From an optimization exercise on the open Yosys and OpenROAD flow, aimed at a short achievable clock period and few clock cycles per item; shortcuts taken in it are not production practice. Function was checked by simulation only, so behaviour that the tests miss may differ from the original. Power figures rest on the tool's default switching activity, not on a simulated workload.

==> flow/design.v (excerpt) <==
module cpu (
    input  logic                 clk,
    input  logic                 reset,
    output logic [32-1:0] iaddr,
    input  logic [32-1:0] idata,
    output logic [32-1:0] daddr,
    input  logic [32-1:0] drdata,
    output logic [32-1:0] dwdata,
    output logic [3:0]           dwe
);
    logic [32-1:0] pc_f;
    logic [32-1:0] pc_f4;
    logic                 id_valid;
    logic [31:0]          id_instr;
    logic [32-1:0] id_pc;
    logic [32-1:0] id_pc4;
    logic                 id_hit;
    logic [1:0]           id_ctr;
    logic                 id_pred;
    logic [32-1:0] id_ptgt;
    logic                 ex_valid;
    logic                 ex_we;
    logic [4:0]           ex_rd;
    logic                 ex_load;
    logic                 ex_store;
    logic                 ex_branch;
    logic                 ex_jalr;
    logic                 ex_jal;
    logic                 ex_pred;      
    logic [32-1:0] ex_ptgt;
    logic [32-1:0] ex_k;         
    logic [32-1:0] ex_k1;        
    logic                 ex_hit;
    logic [1:0]           ex_ctr;
    logic [32-1:0] ex_pc;
    logic [32-1:0] ex_pc4;
    logic [32-1:0] ex_btgt;      
    logic [5:0]           ex_cond;
    logic [32-1:0] ex_a;
    logic [32-1:0] ex_b;
    logic [32-1:0] ex_c;
    logic [32-1:0] ex_imm;
    logic                 ex_sub;
    logic                 ex_sel_add;
    logic                 ex_sel_sll;
  ...
Size in the first run: roughly 2000 flip-flops.
export LEC_CHECK = 0
export ABC_CLOCK_PERIOD_IN_PS = 3000
export CAP_MARGIN = 20
export CORE_MARGIN = 2
export CORE_UTILIZATION = 40
export SETUP_SLACK_MARGIN = 5
export SLEW_MARGIN = 20
create_clock -name core_clock -period 9.5 [get_ports {clk}]
standard.sh (not shown) runs the stock make flow with config.mk's settings and CLKGATE_MAP_FILE= SYNTH_SCRIPT=/design/flow/synth_recipe.tcl, a recipe that flattens the netlist after the stock synthesis.
==> flow/flow/run.sh <==
#!/bin/bash
set -euo pipefail
bash standard.sh SETUP_SLACK_MARGIN=6.2 finish > standard.log 2>&1
Testbench counts at the start, summed over its fixed seeds: cycles 78,381, instret 70,809.
==> next run, changes <==
--- a/flow/design.v
+++ b/flow/design.v
@@ -199,24 +199,22 @@
     logic [32-1:0] id_ptgt;
     logic                 ex_valid;
     logic                 ex_we;
     logic [4:0]           ex_rd;
     logic                 ex_load;
     logic                 ex_store;
     logic                 ex_branch;
     logic                 ex_jalr;
     logic                 ex_jal;
     logic                 ex_pred;      
     logic [32-1:0] ex_ptgt;
-    logic [32-1:0] ex_k;         
-    logic [32-1:0] ex_k1;        
     logic                 ex_hit;
     logic [1:0]           ex_ctr;
     logic [32-1:0] ex_pc;
     logic [32-1:0] ex_pc4;
     logic [32-1:0] ex_btgt;      
     logic [5:0]           ex_cond;
     logic [32-1:0] ex_a;
     logic [32-1:0] ex_b;
     logic [32-1:0] ex_c;
     logic [32-1:0] ex_imm;
     logic                 ex_sub;
@@ -383,25 +381,33 @@
         .eq    (ex_eq),
         .lt_s  (ex_lt_s),
         .lt_u  (ex_lt_u),
         .taken (ex_taken)
     );
     logic                 ex_redirect;
     logic [32-1:0] jalr_target;
     logic [32-1:0] ex_target;
     logic                 ex_act;        
     logic                 btgt_ok;       
     logic                 jtgt_ok;       
+    logic [32-1:0] jc;            
+    logic [32-1:0] jx;
     assign jalr_target = ex_c + ex_imm;
-    assign btgt_ok = (ex_ptgt == ex_btgt);
-    assign jtgt_ok = (ex_c == ex_k) || (ex_c == ex_k1);
+    assign btgt_ok     = (ex_ptgt == ex_btgt);
+    assign jc[0] = 1'b0;
+    assign jc[1] = ex_c[0] & ex_imm[0];
+    for (genvar i = 2; i < 32; i++) begin : g_jc
+        assign jc[i] = (ex_c[i-1] & ex_imm[i-1]) | ((ex_c[i-1] ^ ex_imm[i-1]) & !ex_ptgt[i-1]);
+    end
+    assign jx      = ex_c ^ ex_imm ^ jc ^ ex_ptgt;
+    assign jtgt_ok = (jx[32-1:1] == '0) && !ex_ptgt[0];
     assign ex_act = ex_jal || ex_jalr || (ex_branch && ex_taken);
     logic                 red_t, red_n;
     logic [32-1:0] tgt_t, tgt_n;
     logic [32-1:0] jalr_pc;
     logic [32-1:0] f_next;        
     logic                 id_valid_next;
     logic [32-1:0] nxt_t, nxt_n;
     assign jalr_pc = {jalr_target[32-1:1], 1'b0};
     assign red_t = ex_valid && (ex_jalr ? !(ex_pred && jtgt_ok) :
                                 (ex_jal || ex_branch) ? !(ex_pred && btgt_ok) : ex_pred);
     assign red_n = ex_valid && (ex_jalr ? !(ex_pred && jtgt_ok) :
@@ -492,24 +498,22 @@
             id_ptgt  <= f_tgt;
         end
     end
     always_ff @(posedge clk) begin
         ex_rd       <= rd;
         ex_store    <= d_store;
         ex_branch   <= d_branch;
         ex_jalr     <= d_jalr;
         ex_jal      <= d_jal;
         ex_pred     <= id_pred || d_pred;
         ex_ptgt     <= id_pred ? id_ptgt : d_target;
-        ex_k        <= {id_ptgt[32-1:1], 1'b0} - d_imm;
-        ex_k1       <= {id_ptgt[32-1:1], 1'b1} - d_imm;
         ex_hit      <= id_hit;
         ex_ctr      <= id_ctr;
         ex_pc       <= id_pc;
         ex_pc4      <= id_pc4;
         ex_btgt     <= d_target;
         ex_cond     <= d_cond;
         ex_a        <= op_a;
         ex_b        <= op_b;
         ex_c        <= (d_store ? hit2_ex : hit1_ex) ? ex_res : (d_store ? early2 : early1);
         ex_imm      <= d_imm;
         ex_sub      <= d_sub;
After rerunning: The new run finished clean. Setup slack loses 0.043 ns. Power came out lower by a few percent. Worst hold slack barely changes. Wire length came out lower slightly. Cell count came out lower by a few percent. Die area came out lower by a few percent. Sequential power stays flat. Via count came out lower by a few percent. Synthesized cell count came out lower by a few percent. Final area came out lower by a few percent. Utilization came out lower by 0.11 points. Register-to-register slack loses 0.04 ns. Clock skew came out lower by 0.028 ns. Fmax came out lower slightly.
Testbench counts after the change, summed over its fixed seeds: cycles 78,381, instret 70,809.

========
cpu, a different RTL version from the one above (not shown whole).
Size in the first run: roughly 8300 cells after synthesis, about 2000 flip-flops, about 170 I/O pins, about 110000 um2 of cells after synthesis.
export LEC_CHECK = 0
export ABC_CLOCK_PERIOD_IN_PS = 3000
export CAP_MARGIN = 20
export CORE_MARGIN = 2
export CORE_UTILIZATION = 40
export SETUP_SLACK_MARGIN = 5
export SLEW_MARGIN = 20
create_clock -name core_clock -period 9.5 [get_ports {clk}]
Scripts as last shown in full above: flow/flow/run.sh
Testbench counts at the start, summed over its fixed seeds: cycles 78,381, instret 70,809.
Change:
--- a/flow/design.v
+++ b/flow/design.v
@@ -452,54 +452,65 @@
     );
     logic                 ex_redirect;
     logic [32-1:0] jalr_target;
     logic [32-1:0] ex_target;
     logic                 ex_act;        
     logic                 btgt_ok;       
     logic                 jtgt_ok;       
     assign jalr_target = ex_c + ex_imm;
     assign btgt_ok = (ex_ptgt == ex_btgt);
     assign jtgt_ok = (ex_c == ex_k) || (ex_c == ex_k1);
     assign ex_act = ex_jal || ex_jalr || (ex_branch && ex_taken);
-    logic                 s_jalr, s_btgt, s_pc4, s_keep;
+    logic                 s_btgt, s_pc4, s_keep;
     logic [32-1:0] jalr_pc;
     logic [32-1:0] f_next;        
     logic                 id_valid_next;
     logic                 ex_plain;
+    logic                 ex_v;          
+    logic                 mem_jmiss;     
+    logic [32-1:0] mem_jpc;
     assign jalr_pc  = {jalr_target[32-1:1], 1'b0};
     assign ex_plain = !(ex_jal || ex_jalr || ex_branch);
-    assign s_jalr = ex_valid && ex_jalr && !(ex_pred && jtgt_ok);
-    assign s_btgt = ex_valid && (ex_jal || (ex_branch && ex_taken)) && !(ex_pred && btgt_ok);
-    assign s_pc4  = ex_valid && ex_pred && (ex_plain || (ex_branch && !ex_taken));
-    assign s_keep = !ex_valid || (ex_jalr && ex_pred && jtgt_ok)
+    assign ex_v     = ex_valid && !mem_jmiss;
+    assign s_btgt = ex_v && (ex_jal || (ex_branch && ex_taken)) && !(ex_pred && btgt_ok);
+    assign s_pc4  = ex_v && ex_pred && (ex_plain || (ex_branch && !ex_taken));
+    assign s_keep = !ex_v || ex_jalr
                   || ((ex_jal || (ex_branch && ex_taken)) && ex_pred && btgt_ok)
                   || (!ex_pred && (ex_plain || (ex_branch && !ex_taken)));
-    assign f_next        = id_redirect ? d_target : (stall ? pc_f : (f_pred ? f_tgt : pc_f4));
-    assign id_valid_next = !id_redirect && (stall ? id_valid : 1'b1);
+    assign f_next        = mem_jmiss ? mem_jpc :
+                           (id_redirect ? d_target : (stall ? pc_f : (f_pred ? f_tgt : pc_f4)));
+    assign id_valid_next = !mem_jmiss && !id_redirect && (stall ? id_valid : 1'b1);
     assign ex_redirect = !s_keep;
-    assign ex_target   = ({32{s_jalr}} & jalr_pc)
-                       | ({32{s_btgt}} & ex_btgt)
+    assign ex_target   = ({32{s_btgt}} & ex_btgt)
                        | ({32{s_pc4}}  & ex_pc4);
+    always_ff @(posedge clk) begin
+        if (reset) begin
+            mem_jmiss <= 1'b0;
+        end else begin
+            mem_jmiss <= ex_v && ex_jalr && !(ex_pred && jtgt_ok);
+        end
+        mem_jpc <= jalr_pc;
+    end
     logic                 u_en;
     logic                 u_ctrl;
     logic                 u_act;
     logic                 u_hit;
     logic [1:0]           u_ctr;
     logic [BTB_IDX-1:0]   u_idx;
     logic [BTB_TAG-1:0]   u_tag;
     logic [11:1]          u_tgt;
     always_ff @(posedge clk) begin
         if (reset) begin
             u_en <= 1'b0;
         end else begin
-            u_en <= ex_valid && (ex_jal || ex_jalr || ex_branch || ex_hit);
+            u_en <= ex_v && (ex_jal || ex_jalr || ex_branch || ex_hit);
         end
         u_ctrl <= ex_jal || ex_jalr || ex_branch;
         u_act  <= ex_act;
         u_hit  <= ex_hit;
         u_ctr  <= ex_ctr;
         u_idx  <= ex_pc[BTB_IDX+1:2];
         u_tag  <= ex_pc[BTB_IDX+BTB_TAG+1:BTB_IDX+2];
         u_tgt  <= ex_jalr ? jalr_pc[11:1] : ex_btgt[11:1];
     end
     always_ff @(posedge clk) begin
         if (reset) begin
@@ -524,33 +535,33 @@
             pc_f     <= 32'h0000_0000;
             id_valid <= 1'b0;
             ex_valid <= 1'b0;
             ex_we    <= 1'b0;
             ex_load  <= 1'b0;
             mem_we   <= 1'b0;
             mem_load <= 1'b0;
             wb_we    <= 1'b0;
         end else begin
             pc_f     <= ex_target | ({32{s_keep}} & f_next);
             id_valid <= s_keep && id_valid_next;
-            if (ex_redirect || stall || !id_valid) begin
+            if (ex_redirect || mem_jmiss || stall || !id_valid) begin
                 ex_valid <= 1'b0;
                 ex_we    <= 1'b0;
                 ex_load  <= 1'b0;
             end else begin
                 ex_valid <= 1'b1;
                 ex_we    <= d_writes && rd != 5'd0;
                 ex_load  <= d_load;
             end
-            mem_we   <= ex_we;
-            mem_load <= ex_load;
+            mem_we   <= ex_we && !mem_jmiss;
+            mem_load <= ex_load && !mem_jmiss;
             wb_we    <= mem_we;
         end
     end
     always_ff @(posedge clk) begin
         if (!stall) begin
             id_instr <= idata;
             id_pc    <= pc_f;
             id_pc4   <= pc_f4;
             id_hit   <= f_hit;
             id_ctr   <= f_ctr;
             id_pred  <= f_pred;
@@ -592,23 +603,23 @@
     always_ff @(posedge clk) begin
         mem_rd  <= ex_rd;
         mem_res <= ex_res;
         wb_rd   <= mem_rd;
         wb_val  <= mem_val;
     end
     always_ff @(posedge clk) begin
         if (reset) begin
             daddr <= '0;
             dwe   <= '0;
         end else begin
-            dwe <= {4{ex_valid && ex_store}};
-            if (ex_valid && (ex_load || ex_store)) begin
+            dwe <= {4{ex_v && ex_store}};
+            if (ex_v && (ex_load || ex_store)) begin
                 daddr <= ex_sum;
             end
         end
     end
     always_ff @(posedge clk) begin
-        if (ex_valid && ex_store) begin
+        if (ex_v && ex_store) begin
             dwdata <= ex_c;
         end
     end
 endmodule
Outcome: The new run finished with timing, DRC and antenna clean. Final area goes down by 0.97%. Power goes up by about 3%. Die area goes up by 0.74%. Routed wire length goes down by 0.33%. Non-clock buffer count goes down by 94. Worst setup slack degrades by 230 ps.
Testbench counts after the change, summed over its fixed seeds: cycles 78,786, instret 70,809.

## separate check: timing with driven ports
The results above use ideal ports. As a check the final layouts listed here were re-extracted and re-timed, cells and wires unchanged. Step 1, drivers: a clkbuf_16 drives clk and a buf_2 each remaining input, both assumed. Step 2 adds t to the input delays and takes it off the output delays; t is the mean of the earliest and latest rising clock arrival at the registers after step 1. Input paths then give back, and output paths get back, about the clock's delay inside the block. Slacks: ideal ports / drivers / drivers and shift; pairs: ideal ports / drivers.
run	t, ns	setup WS [ns]	clock arrival spread, ns	worst data-port slew with drivers (ns)	pins driven straight from the clock port
the first run of note 1	0.976	5.723 / 5.723 / 5.151	0.113 / 0.113	0.17	1
the second run of note 1	0.996	5.680 / 5.680 / 4.886	0.120 / 0.121	0.06	1
the first run of note 2	1.014	5.769 / 5.769 / 5.033	0.057 / 0.057	0.19	1
the second run of note 2	1.014	5.541 / 5.541 / 5.166	0.105 / 0.105	0.24	1
After both steps every run listed still meets setup and hold. For the second run of note 1, which loses most, drivers alone change the setup slack by 0.000 ns; drivers and shift together by -0.794 ns.
